From an optimization exercise on the open Yosys and OpenROAD flow, aimed at small area, a short achievable clock period and few clock cycles per item; shortcuts taken in it are not production practice.
Where RTL was checked, it was by simulation tests only, not by an equivalence proof against the original.
No functional check of the RTL was part of run 2.

## flow/design.v (module list and top-level ports; edited modules follow where they fit)
// module quad_disc_root: 1266 lines
module quad_disc_root #(
   parameter int W_IN   = quad_pkg::W_IN_DEF,
   parameter int W_DISC = 2*W_IN + 2,
   parameter int W_ROOT = W_IN + 1
) (
   input  logic                     CLK,
   input  logic                     RST,
   input  logic                     START,
   input  logic signed [W_IN-1:0]   A,
   input  logic signed [W_IN-1:0]   B,
   input  logic signed [W_IN-1:0]   C,
   output logic                     BUSY,
   output logic                     DONE,
   output logic signed [W_DISC-1:0] DISC,
   output logic        [W_ROOT-1:0] SQRT,
   output logic                     EXACT,
   output logic        [1:0]        ST
);
  // ...
==> flow/run.sh <==
#!/bin/bash
# synth_recipe.tcl (not shown) runs the flow's synth.tcl, then flattens the netlist and writes it again
# the make line also repeats each setting of config.mk as NAME=value (left out here)
make -C /OpenROAD-flow-scripts/flow DESIGN_CONFIG=/design/flow/config.mk WORK_HOME=/design/flow/orfs CLKGATE_MAP_FILE= SYNTH_SCRIPT=/design/flow/synth_recipe.tcl finish
==> flow/config.mk <==
export PLATFORM = sky130hd
export DESIGN_NAME = quad_disc_root
export DESIGN_NICKNAME = quad_disc_root
export VERILOG_FILES = /design/flow/design.v
export SDC_FILE = /design/flow/constraint.sdc
export NUM_CORES = 4
export LEC_CHECK = 0
export CAP_MARGIN = 20
export CORE_MARGIN = 2
export CORE_UTILIZATION = 60
export CTS_CLUSTER_DIAMETER = 100
export CTS_CLUSTER_SIZE = 25
export SLEW_MARGIN = 20
==> flow/constraint.sdc <==
create_clock -name core_clock -period 13.5 [get_ports {CLK}]
set_input_delay 2.7000 -clock core_clock [delete_from_list [all_inputs] [get_ports {CLK}]]
set_output_delay 2.7000 -clock core_clock [all_outputs]
set_load 0.01 [all_outputs]
==> impl_metrics.ini, run 1 <==
[clock_network]
clock-sinks = 642
cts_setup_buffers = 0
clockBufferDepth = 3
clk_root_buffer_cell = clkbuf_16
h-tree-depth = 2

[timing]
rsz0062_at_grt = no
fin_ws_ns = 9.305
hold_viol = 0
slew_headroom = 0.2725

[critical_path]
crit_fanout = 2
worstSetupStartpointType = register
worstPathArrival_ns = 1.49
cpPeakStageDelay_ns = 0.55
cp-endpoint = DISC[32]

[floorplanning]
pin_count = 107
die_x_um = 249.2
rows = 89

[outcome]
outcome = finished clean

[min_path]
holdPathEnd = d7[5]

[yosys]
ys_seq_area_frac = 0.3564
synth_top_family_by_area = adder cells
yosys-top-cells-area = dfxtp_1 36%, fa_1 13%, ha_1 11%, xnor2_1 6.4%, inv_1 3.0%
synth_area_per_cell_sq_um = 10.02
synth-main-ff-cell = dfxtp_1
yosys.area.top_type = dfxtp_1
synth-compound-area-share = 0.1411

[route]
via_per_inst = 5.693
routed_wl_um = 79950
drtIter0Drc = 1577
firstDrtPassIters = 6

[layout]
layout.nonclk_buf_frac = 0.03030
inv_count = 292
clock_area_frac = 0.02648
sh_seq_area = 0.3325

[global_route]
grtUsageMet1 = 0.3122
grt_pass1_wl_um = 132200
met2_usage = 0.4828
grt_start_max_net_pins = 65

[run]
drv_cap = 0
Testbench counts, summed over its fixed seeds: cycles 2,488, items 2,400.
==> run 2: changes to the inputs <==
--- a/flow/design.v
+++ b/flow/design.v
@@ -976,306 +976,268 @@
    assign cts28 = q1_31_0 ^ q1_31_1 ^ q1_31_2;
    assign ctc28 = (q1_31_0 & q1_31_1) | (q1_31_0 & q1_31_2) | (q1_31_1 & q1_31_2);
    logic [33:0] x1, y1, d1;
    assign x1 = {q1_33_0, q1_32_0, ctc27, ctc26, ctc25, ctc24, ctc23, ctc22, ctc21, ctc20, ctc19, ctc18, ctc17, ctc16, ctc15, ctc14, ctc13, ctc12, ctc11, ctc10, ctc9, ctc8, ctc7, ctc6, ctc5, ctc4, ctc3, ctc2, ctc1, ctc0, cthc0, q1_2_2, 1'b0, q1_0_0};
    assign y1 = {1'b0, ctc28, cts28, cts27, cts26, cts25, cts24, cts23, cts22, cts21, cts20, cts19, cts18, cts17, cts16, cts15, cts14, cts13, cts12, cts11, cts10, cts9, cts8, cts7, cts6, cts5, cts4, cts3, cts2, cts1, cts0, cths0, 1'b0, 1'b0};
    assign d1 = x1 + y1;
    logic [3:0] t2_0;
    logic [0:0] r2_0;
-   logic [1:0] m2_0;
-   assign t2_0 = 4'(d1[33:32]) - 4'(2'b01);
-   assign r2_0 = t2_0[3];
-   assign m2_0 = t2_0[3] ? 2'(d1[33:32]) : t2_0[1:0];
+   logic [2:0] m2_0;
+   assign t2_0 = {2'b00, d1[33:32]} - 4'd1;
+   assign r2_0 = ~t2_0[3];
+   assign m2_0 = t2_0[2:0];
+   logic [4:0] t2_1;
+   logic [1:0] r2_1;
+   logic [3:0] m2_1;
+   logic s2_1;
+   assign s2_1 = ~m2_0[2];
+   assign t2_1 = {m2_0, d1[31:30]} + {{2{s2_1}}, r2_0 ^ {1{s2_1}}, 2'b11};
+   assign r2_1 = {r2_0, ~t2_1[4]};
+   assign m2_1 = t2_1[3:0];
    logic        v2;
    logic        z2;
    logic [33:0] d2;
-   logic [0:0] r2;
-   logic [1:0] m2;
+   logic [1:0] r2;
+   logic [3:0] m2;
    always_ff @(posedge CLK) begin
       v2 <= v1 & ~RST;
       z2 <= z1;
       d2 <= d1;
-      r2 <= r2_0;
-      m2 <= m2_0;
+      r2 <= r2_1;
+      m2 <= m2_1;
    end
-   logic [4:0] t3_0;
-   logic [1:0] r3_0;
-   logic [2:0] m3_0;
-   assign t3_0 = 5'({m2, d2[31:30]}) + {2'b11, r2, 2'b11};
-   assign r3_0 = {r2, t3_0[4]};
-   assign m3_0 = t3_0[4] ? 3'({m2, d2[31:30]}) : t3_0[2:0];
-   logic [7:0] x3_1, u3_1, v3_1, y3_1;
+   logic [5:0] t3_0;
+   logic [2:0] r3_0;
+   logic [4:0] m3_0;
+   logic s3_0;
+   assign s3_0 = ~m2[3];
+   assign t3_0 = {m2, d2[29:28]} + {{2{s3_0}}, r2 ^ {2{s3_0}}, 2'b11};
+   assign r3_0 = {r2, ~t3_0[5]};
+   assign m3_0 = t3_0[4:0];
+   logic [6:0] t3_1;
    logic [3:0] r3_1;
-   logic [4:0] m3_1;
-   assign x3_1 = 8'({m3_0, d2[29:26]});
-   assign u3_1 = x3_1 + {3'b111, r3_0, 3'b111};
-   assign v3_1 = x3_1 + {2'b11, r3_0, 4'b1100};
-   assign y3_1 = x3_1 + {2'b11, r3_0, 4'b1111} + {3'b111, r3_0, 3'b111} - 8'(7);
-   always_comb begin
-      if (!y3_1[7]) begin
-         r3_1 = {r3_0, 2'd0};
-         m3_1 = y3_1[4:0];
-      end else if (!v3_1[7]) begin
-         r3_1 = {r3_0, 2'd1};
-         m3_1 = v3_1[4:0];
-      end else if (!u3_1[7]) begin
-         r3_1 = {r3_0, 2'd2};
-         m3_1 = u3_1[4:0];
-      end else begin
-         r3_1 = {r3_0, 2'd3};
-         m3_1 = x3_1[4:0];
-      end
-   end
+   logic [5:0] m3_1;
+   logic s3_1;
+   assign s3_1 = ~m3_0[4];
+   assign t3_1 = {m3_0, d2[27:26]} + {{2{s3_1}}, r3_0 ^ {3{s3_1}}, 2'b11};
+   assign r3_1 = {r3_0, ~t3_1[6]};
+   assign m3_1 = t3_1[5:0];
    logic [1:0] c3_n;
    always_comb begin
       if (z2)               c3_n = quad_pkg::ST_DEGEN;
       else if (d2[33])      c3_n = quad_pkg::ST_NONE;
       else if (d2 == 34'd0) c3_n = quad_pkg::ST_DOUBLE;
       else                     c3_n = quad_pkg::ST_TWO;
    end
    logic        v3;
    logic [1:0]  c3;
    logic [33:0] d3;
    logic [3:0] r3;
-   logic [4:0] m3;
+   logic [5:0] m3;
    always_ff @(posedge CLK) begin
       v3 <= v2 & ~RST;
       c3 <= c3_n;
       d3 <= d2;
       r3 <= r3_1;
       m3 <= m3_1;
    end
-   logic [9:0] x4_0, u4_0, v4_0, y4_0;
-   logic [5:0] r4_0;
+   logic [7:0] t4_0;
+   logic [4:0] r4_0;
    logic [6:0] m4_0;
-   assign x4_0 = 10'({m3, d3[25:22]});
-   assign u4_0 = x4_0 + {3'b111, r3, 3'b111};
-   assign v4_0 = x4_0 + {2'b11, r3, 4'b1100};
-   assign y4_0 = x4_0 + {2'b11, r3, 4'b1111} + {3'b111, r3, 3'b111} - 10'(7);
-   always_comb begin
-      if (!y4_0[9]) begin
-         r4_0 = {r3, 2'd0};
-         m4_0 = y4_0[6:0];
-      end else if (!v4_0[9]) begin
-         r4_0 = {r3, 2'd1};
-         m4_0 = v4_0[6:0];
-      end else if (!u4_0[9]) begin
-         r4_0 = {r3, 2'd2};
-         m4_0 = u4_0[6:0];
-      end else begin
-         r4_0 = {r3, 2'd3};
-         m4_0 = x4_0[6:0];
-      end
-   end
+   logic s4_0;
+   assign s4_0 = ~m3[5];
+   assign t4_0 = {m3, d3[25:24]} + {{2{s4_0}}, r3 ^ {4{s4_0}}, 2'b11};
+   assign r4_0 = {r3, ~t4_0[7]};
+   assign m4_0 = t4_0[6:0];
+   logic [8:0] t4_1;
+   logic [5:0] r4_1;
+   logic [7:0] m4_1;
+   logic s4_1;
+   assign s4_1 = ~m4_0[6];
+   assign t4_1 = {m4_0, d3[23:22]} + {{2{s4_1}}, r4_0 ^ {5{s4_1}}, 2'b11};
+   assign r4_1 = {r4_0, ~t4_1[8]};
+   assign m4_1 = t4_1[7:0];
    logic        v4;
    logic [1:0]  c4;
    logic [33:0] d4;
    logic [5:0] r4;
-   logic [6:0] m4;
+   logic [7:0] m4;
    always_ff @(posedge CLK) begin
       v4 <= v3 & ~RST;
       c4 <= c3;
       d4 <= d3;
-      r4 <= r4_0;
-      m4 <= m4_0;
+      r4 <= r4_1;
+      m4 <= m4_1;
    end
-   logic [11:0] x5_0, u5_0, v5_0, y5_0;
-   logic [7:0] r5_0;
+   logic [9:0] t5_0;
+   logic [6:0] r5_0;
    logic [8:0] m5_0;
-   assign x5_0 = 12'({m4, d4[21:18]});
-   assign u5_0 = x5_0 + {3'b111, r4, 3'b111};
-   assign v5_0 = x5_0 + {2'b11, r4, 4'b1100};
-   assign y5_0 = x5_0 + {2'b11, r4, 4'b1111} + {3'b111, r4, 3'b111} - 12'(7);
-   always_comb begin
-      if (!y5_0[11]) begin
-         r5_0 = {r4, 2'd0};
-         m5_0 = y5_0[8:0];
-      end else if (!v5_0[11]) begin
-         r5_0 = {r4, 2'd1};
-         m5_0 = v5_0[8:0];
-      end else if (!u5_0[11]) begin
-         r5_0 = {r4, 2'd2};
-         m5_0 = u5_0[8:0];
-      end else begin
-         r5_0 = {r4, 2'd3};
-         m5_0 = x5_0[8:0];
-      end
-   end
+   logic s5_0;
+   assign s5_0 = ~m4[7];
+   assign t5_0 = {m4, d4[21:20]} + {{2{s5_0}}, r4 ^ {6{s5_0}}, 2'b11};
+   assign r5_0 = {r4, ~t5_0[9]};
+   assign m5_0 = t5_0[8:0];
+   logic [10:0] t5_1;
+   logic [7:0] r5_1;
+   logic [9:0] m5_1;
+   logic s5_1;
+   assign s5_1 = ~m5_0[8];
+   assign t5_1 = {m5_0, d4[19:18]} + {{2{s5_1}}, r5_0 ^ {7{s5_1}}, 2'b11};
+   assign r5_1 = {r5_0, ~t5_1[10]};
+   assign m5_1 = t5_1[9:0];
    logic        v5;
    logic [1:0]  c5;
    logic [33:0] d5;
    logic [7:0] r5;
-   logic [8:0] m5;
+   logic [9:0] m5;
    always_ff @(posedge CLK) begin
       v5 <= v4 & ~RST;
       c5 <= c4;
       d5 <= d4;
-      r5 <= r5_0;
-      m5 <= m5_0;
+      r5 <= r5_1;
+      m5 <= m5_1;
    end
-   logic [13:0] x6_0, u6_0, v6_0, y6_0;
-   logic [9:0] r6_0;
+   logic [11:0] t6_0;
+   logic [8:0] r6_0;
    logic [10:0] m6_0;
-   assign x6_0 = 14'({m5, d5[17:14]});
-   assign u6_0 = x6_0 + {3'b111, r5, 3'b111};
-   assign v6_0 = x6_0 + {2'b11, r5, 4'b1100};
-   assign y6_0 = x6_0 + {2'b11, r5, 4'b1111} + {3'b111, r5, 3'b111} - 14'(7);
-   always_comb begin
-      if (!y6_0[13]) begin
-         r6_0 = {r5, 2'd0};
-         m6_0 = y6_0[10:0];
-      end else if (!v6_0[13]) begin
-         r6_0 = {r5, 2'd1};
-         m6_0 = v6_0[10:0];
-      end else if (!u6_0[13]) begin
-         r6_0 = {r5, 2'd2};
-         m6_0 = u6_0[10:0];
-      end else begin
-         r6_0 = {r5, 2'd3};
-         m6_0 = x6_0[10:0];
-      end
-   end
+   logic s6_0;
+   assign s6_0 = ~m5[9];
+   assign t6_0 = {m5, d5[17:16]} + {{2{s6_0}}, r5 ^ {8{s6_0}}, 2'b11};
+   assign r6_0 = {r5, ~t6_0[11]};
+   assign m6_0 = t6_0[10:0];
+   logic [12:0] t6_1;
+   logic [9:0] r6_1;
+   logic [11:0] m6_1;
+   logic s6_1;
+   assign s6_1 = ~m6_0[10];
+   assign t6_1 = {m6_0, d5[15:14]} + {{2{s6_1}}, r6_0 ^ {9{s6_1}}, 2'b11};
+   assign r6_1 = {r6_0, ~t6_1[12]};
+   assign m6_1 = t6_1[11:0];
    logic        v6;
    logic [1:0]  c6;
    logic [33:0] d6;
    logic [9:0] r6;
-   logic [10:0] m6;
+   logic [11:0] m6;
    always_ff @(posedge CLK) begin
       v6 <= v5 & ~RST;
       c6 <= c5;
       d6 <= d5;
-      r6 <= r6_0;
-      m6 <= m6_0;
+      r6 <= r6_1;
+      m6 <= m6_1;
    end
-   logic [15:0] x7_0, u7_0, v7_0, y7_0;
-   logic [11:0] r7_0;
+   logic [13:0] t7_0;
+   logic [10:0] r7_0;
    logic [12:0] m7_0;
-   assign x7_0 = 16'({m6, d6[13:10]});
-   assign u7_0 = x7_0 + {3'b111, r6, 3'b111};
-   assign v7_0 = x7_0 + {2'b11, r6, 4'b1100};
-   assign y7_0 = x7_0 + {2'b11, r6, 4'b1111} + {3'b111, r6, 3'b111} - 16'(7);
-   always_comb begin
-      if (!y7_0[15]) begin
-         r7_0 = {r6, 2'd0};
-         m7_0 = y7_0[12:0];
-      end else if (!v7_0[15]) begin
-         r7_0 = {r6, 2'd1};
-         m7_0 = v7_0[12:0];
-      end else if (!u7_0[15]) begin
-         r7_0 = {r6, 2'd2};
-         m7_0 = u7_0[12:0];
-      end else begin
-         r7_0 = {r6, 2'd3};
-         m7_0 = x7_0[12:0];
-      end
-   end
+   logic s7_0;
+   assign s7_0 = ~m6[11];
+   assign t7_0 = {m6, d6[13:12]} + {{2{s7_0}}, r6 ^ {10{s7_0}}, 2'b11};
+   assign r7_0 = {r6, ~t7_0[13]};
+   assign m7_0 = t7_0[12:0];
+   logic [14:0] t7_1;
+   logic [11:0] r7_1;
+   logic [13:0] m7_1;
+   logic s7_1;
+   assign s7_1 = ~m7_0[12];
+   assign t7_1 = {m7_0, d6[11:10]} + {{2{s7_1}}, r7_0 ^ {11{s7_1}}, 2'b11};
+   assign r7_1 = {r7_0, ~t7_1[14]};
+   assign m7_1 = t7_1[13:0];
    logic        v7;
    logic [1:0]  c7;
    logic [33:0] d7;
    logic [11:0] r7;
-   logic [12:0] m7;
+   logic [13:0] m7;
    always_ff @(posedge CLK) begin
       v7 <= v6 & ~RST;
       c7 <= c6;
       d7 <= d6;
-      r7 <= r7_0;
-      m7 <= m7_0;
+      r7 <= r7_1;
+      m7 <= m7_1;
    end
-   logic [17:0] x8_0, u8_0, v8_0, y8_0;
-   logic [13:0] r8_0;
+   logic [15:0] t8_0;
+   logic [12:0] r8_0;
    logic [14:0] m8_0;
-   assign x8_0 = 18'({m7, d7[9:6]});
-   assign u8_0 = x8_0 + {3'b111, r7, 3'b111};
-   assign v8_0 = x8_0 + {2'b11, r7, 4'b1100};
-   assign y8_0 = x8_0 + {2'b11, r7, 4'b1111} + {3'b111, r7, 3'b111} - 18'(7);
-   always_comb begin
-      if (!y8_0[17]) begin
-         r8_0 = {r7, 2'd0};
-         m8_0 = y8_0[14:0];
-      end else if (!v8_0[17]) begin
-         r8_0 = {r7, 2'd1};
-         m8_0 = v8_0[14:0];
-      end else if (!u8_0[17]) begin
-         r8_0 = {r7, 2'd2};
-         m8_0 = u8_0[14:0];
-      end else begin
-         r8_0 = {r7, 2'd3};
-         m8_0 = x8_0[14:0];
-      end
-   end
+   logic s8_0;
+   assign s8_0 = ~m7[13];
+   assign t8_0 = {m7, d7[9:8]} + {{2{s8_0}}, r7 ^ {12{s8_0}}, 2'b11};
+   assign r8_0 = {r7, ~t8_0[15]};
+   assign m8_0 = t8_0[14:0];
+   logic [16:0] t8_1;
+   logic [13:0] r8_1;
+   logic [15:0] m8_1;
+   logic s8_1;
+   assign s8_1 = ~m8_0[14];
+   assign t8_1 = {m8_0, d7[7:6]} + {{2{s8_1}}, r8_0 ^ {13{s8_1}}, 2'b11};
+   assign r8_1 = {r8_0, ~t8_1[16]};
+   assign m8_1 = t8_1[15:0];
    logic        v8;
    logic [1:0]  c8;
    logic [33:0] d8;
    logic [13:0] r8;
-   logic [14:0] m8;
+   logic [15:0] m8;
    always_ff @(posedge CLK) begin
       v8 <= v7 & ~RST;
       c8 <= c7;
       d8 <= d7;
-      r8 <= r8_0;
-      m8 <= m8_0;
+      r8 <= r8_1;
+      m8 <= m8_1;
    end
-   logic [19:0] x9_0, u9_0, v9_0, y9_0;
-   logic [15:0] r9_0;
+   logic [17:0] t9_0;
+   logic [14:0] r9_0;
    logic [16:0] m9_0;
-   assign x9_0 = 20'({m8, d8[5:2]});
-   assign u9_0 = x9_0 + {3'b111, r8, 3'b111};
-   assign v9_0 = x9_0 + {2'b11, r8, 4'b1100};
-   assign y9_0 = x9_0 + {2'b11, r8, 4'b1111} + {3'b111, r8, 3'b111} - 20'(7);
-   always_comb begin
-      if (!y9_0[19]) begin
-         r9_0 = {r8, 2'd0};
-         m9_0 = y9_0[16:0];
-      end else if (!v9_0[19]) begin
-         r9_0 = {r8, 2'd1};
-         m9_0 = v9_0[16:0];
-      end else if (!u9_0[19]) begin
-         r9_0 = {r8, 2'd2};
-         m9_0 = u9_0[16:0];
-      end else begin
-         r9_0 = {r8, 2'd3};
-         m9_0 = x9_0[16:0];
-      end
-   end
+   logic s9_0;
+   assign s9_0 = ~m8[15];
+   assign t9_0 = {m8, d8[5:4]} + {{2{s9_0}}, r8 ^ {14{s9_0}}, 2'b11};
+   assign r9_0 = {r8, ~t9_0[17]};
+   assign m9_0 = t9_0[16:0];
+   logic [18:0] t9_1;
+   logic [15:0] r9_1;
+   logic [17:0] m9_1;
+   logic s9_1;
+   assign s9_1 = ~m9_0[16];
+   assign t9_1 = {m9_0, d8[3:2]} + {{2{s9_1}}, r9_0 ^ {15{s9_1}}, 2'b11};
+   assign r9_1 = {r9_0, ~t9_1[18]};
+   assign m9_1 = t9_1[17:0];
    logic        v9;
    logic [1:0]  c9;
    logic [33:0] d9;
    logic [15:0] r9;
-   logic [16:0] m9;
+   logic [17:0] m9;
    always_ff @(posedge CLK) begin
       v9 <= v8 & ~RST;
       c9 <= c8;
       d9 <= d8;
-      r9 <= r9_0;
-      m9 <= m9_0;
+      r9 <= r9_1;
+      m9 <= m9_1;
    end
-   logic e10_0;
-   logic [15:0] q10_0;
-   assign q10_0 = ~r9;
-   assign e10_0 = ((m9 == {1'b0, q10_0}) && (d9[1:0] == 2'b01)) ||
-                  ((m9 == 17'd0) && (d9[1:0] == 2'b00));
    logic [19:0] t10_0;
    logic [16:0] r10_0;
-   logic [17:0] m10_0;
-   assign t10_0 = 20'({m9, d9[1:0]}) + {2'b11, r9, 2'b11};
-   assign r10_0 = {r9, t10_0[19]};
-   assign m10_0 = t10_0[19] ? 18'({m9, d9[1:0]}) : t10_0[17:0];
+   logic [18:0] m10_0;
+   logic s10_0;
+   assign s10_0 = ~m9[17];
+   logic e10_0;
+   logic [19:0] xe10_0;
+   assign xe10_0 = {m9, d9[1:0]};
+   assign e10_0 = s10_0 ? ((xe10_0 == {2'b00, r9, 2'b01}) || (xe10_0 == 20'd0))
+                        : ((xe10_0 == ({2'b11, ~r9, 2'b01})) || (xe10_0 == ({1'b1, ~r9, 3'b100})));
+   assign t10_0 = {m9, d9[1:0]} + {{2{s10_0}}, r9 ^ {16{s10_0}}, 2'b11};
+   assign r10_0 = {r9, ~t10_0[19]};
+   assign m10_0 = t10_0[18:0];
    always_ff @(posedge CLK) begin
       if (RST) begin
          DONE  <= 1'b0;
          DISC  <= '0;
          SQRT  <= '0;
          EXACT <= 1'b0;
          ST    <= quad_pkg::ST_NONE;
       end else begin
          DONE <= v9;
          if (v9) begin
             DISC  <= d9;
-            SQRT  <= (c9 == quad_pkg::ST_TWO) ? ~r10_0 : 17'd0;
+            SQRT  <= (c9 == quad_pkg::ST_TWO) ? r10_0 : 17'd0;
             EXACT <= (c9 == quad_pkg::ST_DOUBLE) ||
                      (c9 == quad_pkg::ST_TWO && e10_0);
             ST    <= c9;
          end
       end
    end
    assign BUSY = 1'b0;
 endmodule
==> flow/flow/run.sh (new file) <==
#!/bin/bash
# Layout: the standard flow (standard.sh: ORFS synthesis through finish)
# with two changes: the buffers that ORFS puts on every input and output port
# are sky130_fd_sc_hd__buf_2 instead of the delay cell buffer_ports picks by
# default, and the timing repair after clock-tree synthesis and global routing
# aims for a setup slack margin, so it sizes the critical paths.
set -o pipefail
export BUFFER_PORTS_ARGS="-buffer_cell sky130_fd_sc_hd__buf_2"
export SETUP_SLACK_MARGIN=9.8
bash standard.sh > standard.log 2>&1
==> flow/standard.sh (new file) <==
#!/bin/bash
# synth_recipe.tcl (not shown) runs the flow's synth.tcl, then flattens the netlist and writes it again
# the make line also repeats each setting of config.mk as NAME=value (left out here)
make -C /OpenROAD-flow-scripts/flow DESIGN_CONFIG=/design/flow/config.mk WORK_HOME=/design/flow/orfs CLKGATE_MAP_FILE= SYNTH_SCRIPT=/design/flow/synth_recipe.tcl "${@:-finish}"
==> flow/config.mk (replaced) <==
export PLATFORM = sky130hd
export DESIGN_NAME = quad_disc_root
export DESIGN_NICKNAME = quad_disc_root
export VERILOG_FILES = /design/flow/design.v
export SDC_FILE = /design/flow/constraint.sdc
export NUM_CORES = 4
export LEC_CHECK = 0
export ABC_AREA = 1
export CAP_MARGIN = 20
export CORE_MARGIN = 2
export CORE_UTILIZATION = 60
export CTS_CLUSTER_DIAMETER = 100
export CTS_CLUSTER_SIZE = 25
export SLEW_MARGIN = 20
removed: flow/run.sh
==> run 2 against run 1 <==
Against the previous run:
- synthesized cell count increased by 7.0%
- worst setup slack improved by 0.45 ns
==> impl_metrics.ini, run 2 <==
[outcome]
outcome = finished clean

[floorplanning]
rows = 86
pin_count = 107
core_sq_um = 55310
die_area_sq_um = 58030
die_h_um = 240.9
start_util = 0.6088
die_x_um = 240.9

[yosys]
synth_edf_count = 0
synth_cells = 3851
synth-main-ff-cell = dfxtp_1
yosysUniqueCellTypes = 55
yosys.area.top_type = dfxtp_1
synth_most_common_cell = nand2_1
synth_area_sq_um = 33670
synth-seq-cells = 652
synth_area_per_cell_sq_um = 8.744
yosys-top-cells-area = dfxtp_1 39%, fa_1 11%, ha_1 8.3%, nand2_1 7.5%, xor2_1 6.9%
ys_warn_count = 1
synth_top_area_frac = 0.3876
synth_common_cells = 669 x nand2_1, 652 x dfxtp_1, 559 x inv_1
synthArstFlopShare = 0
ys_seq_area_frac = 0.3876

[placement]
gp_congestion = 1.050
dp_cells = 4617
dp.final_hpwl_um = 68430
portBuffers = 104

[clock_network]
cts_tree = done
clk_root_buffer_cell = clkbuf_16
clockBufferDepth = 3
h-tree-depth = 2
clkSlewWorstSetupHoldPaths_ns = 0.09
cts_hold_buffers = 0
clock-sinks = 652
clk_latency_ns = 0.58
cts_buffers = 35

[global_route]
gr-total-overflow = 0
grt_pass1_vias = 25065
grt_use_total = 0.2975
antenna_found_initial = 0
grt_start_max_net_pins = 54
grt_pass1_wl_um = 133700

[layout]
area_growth_pct = 11.94
seqCellArea_sq_um = 13180
final_cell_mix = 665 x nand2_1, 566 x dfxtp_1, 541 x inv_1
nNetsFinal = 4476
layoutNonFillerInstCount = 4783
final_common_cell = nand2_1
drive_gt1_frac = 0.1239
multi_input_area_sq_um = 18420
diodes = 0
post-route-util = 0.6815
fill_cells = 4522

[critical_path]
crit_fanout = 2
worstSetupStartpointType = register
critPathRequiredTime_ns = 10.80
r2r-end = q1_17_2
crit_cells = 1
worstPathArrival_ns = 1.04
critPathSlowestCell = dfxtp_2
reg2reg_from = one0[0]
path_class = reg2out
cpPeakStageDelay_ns = 0.37
path_buf_inv = 1
crit_path_end_kind = primary output
rrSetupSlack_ns = 9.86
rr_worst_depth = 10
cpLargestDelayFamily = flip-flops
cp-endpoint = SQRT[16]
startpoint = SQRT[16]
crit_chain = buf_6

[timing]
fin_skew_ns = 0.02532
tns_ns = 0
setup_viol = 0
period_share = 0.2773
fmax_mhz = 267.1
slew_headroom = 0.1843
drv_slew = 0
worst_pin_slew_ns = 1.212
period_needed_ns = 3.744
hold_viol = 0
rsz0062_at_grt = yes

[route]
drtIter0Drc = 1990
routed_wl_um = 89020
firstDrtPassIters = 6
drc = 0
ant_nets = 0
avgRoutedWirePerCell_um = 18.61
vias = 26086
via_per_inst = 5.454

[run]
drv_cap = 0

[min_path]
hp-class = reg2reg
-- run 2: cell types whose count changed after synthesis, sizes merged, moves of 66 or more --
cell	before	now
o22ai	7	124
ha	312	224
mux2i	66	0
a22oi	123	2
nand2	232	676
xnor2	263	176
xor2	121	268
inv	291	570
-- run 2: how the worst min path moves through the flow --
stage / startpoint / to / depth (start not counted)
final: d4[2] / d5[2] / 0
after global routing: d3[9] / d4[9] / 0
after CTS: d4[2] / d5[2] / 0
after detailed placement: d3[15] / d4[15] / 0
after global placement: d3[29] / d4[29] / 0
after floorplan: c3[0] / c4[0] / 0
-- run 2: final cells by class --
class,count,area share
clock buffers,37,0.02400
clock inverters,11,0.003718
inverters,587,0.06118
multi-input cells,2518,0.4887
flip-flops and latches,652,0.3496
well taps,748,0.02483
repair buffers,223,0.04704
repair inverters,7,0.0009959
-- run 2: cells by family (layout without fill, tap and decap cells) --
logic type | count (synthesis) | after routing | share of synthesized area
simple gates | 1099 | 1100 | 0.1324
xor+xnor | 444 | 444 | 0.1166
flops | 652 | 652 | 0.3876
buf+inv | 683 | 865 | 0.07781
fa+ha+maj | 401 | 401 | 0.1885
other cells | 1 | 2 | 0.0001114
compound gates | 570 | 570 | 0.09665
mux | 1 | 1 | 0.0003344
-- run 2: repair_timing --
item                                    CTS  global route
endpoints found under the setup margin  109           103
hold endpoints to repair                  0             0
gates cloned                              0             8
gates resized for setup                 153           152
buffers inserted                          6           104
pin swaps                                 0            37
-- run 2: per-layer routing --
| metal | wire (um) | global-route usage | up-vias |
|---|---|---|---|
| met5 | 0 | 0 | - |
| met3 | 4533 | 0.03706 | 310 |
| met2 | 44160 | 0.5266 | 982 |
| met4 | 6085 | 0.1756 | 0 |
| li1 | - | - | 12502 |
| met1 | 34240 | 0.3457 | 12292 |
-- run 2: through the flow --
step	setup WS [ns]	area (sq um)	hold slack, ns
finish	9.756	37690	0.3261
global route	9.645	37690	0.3254
CTS	9.731	36370	0.3270
detailed placement	9.177	34780	0.3121
global placement	9.426	34780	0.3098
floorplan	9.883	33680	0.3096

afterwards: timing with drivers on the ports:
How much do the figures lean on ideal ports? The routed layouts below were timed once more, with nothing changed but the port constraints. Step 1 (the two cells are an assumption about what drives the block):
set clk [get_ports {CLK}]
set_driving_cell -lib_cell sky130_fd_sc_hd__clkbuf_16 $clk
set_driving_cell -lib_cell sky130_fd_sc_hd__buf_2 [delete_from_list [all_inputs] $clk]
Step 2, shift: input delay + t, output delay - t, t = (earliest + latest rising clock arrival at the registers) / 2. This alone moves slack from input paths to output paths. Slacks: no drivers / after step 1 / after step 2; pairs: no drivers / after step 1.
run | t, ns | setup slack, ns | worst setup path at the end | clock arrival spread, ns | pins driven straight from the clock port
run 1 | 0.628 | 9.305 / 9.244 / 9.613 | register to register | 0.040 / 0.040 | 1
run 2 | 0.633 | 9.756 / 9.692 / 9.394 | input to register | 0.026 / 0.025 | 1
After both steps every run listed still meets setup and hold. The setup slack of run 2, which loses most, moves by -0.064 ns with the drivers and by -0.362 ns with both steps.
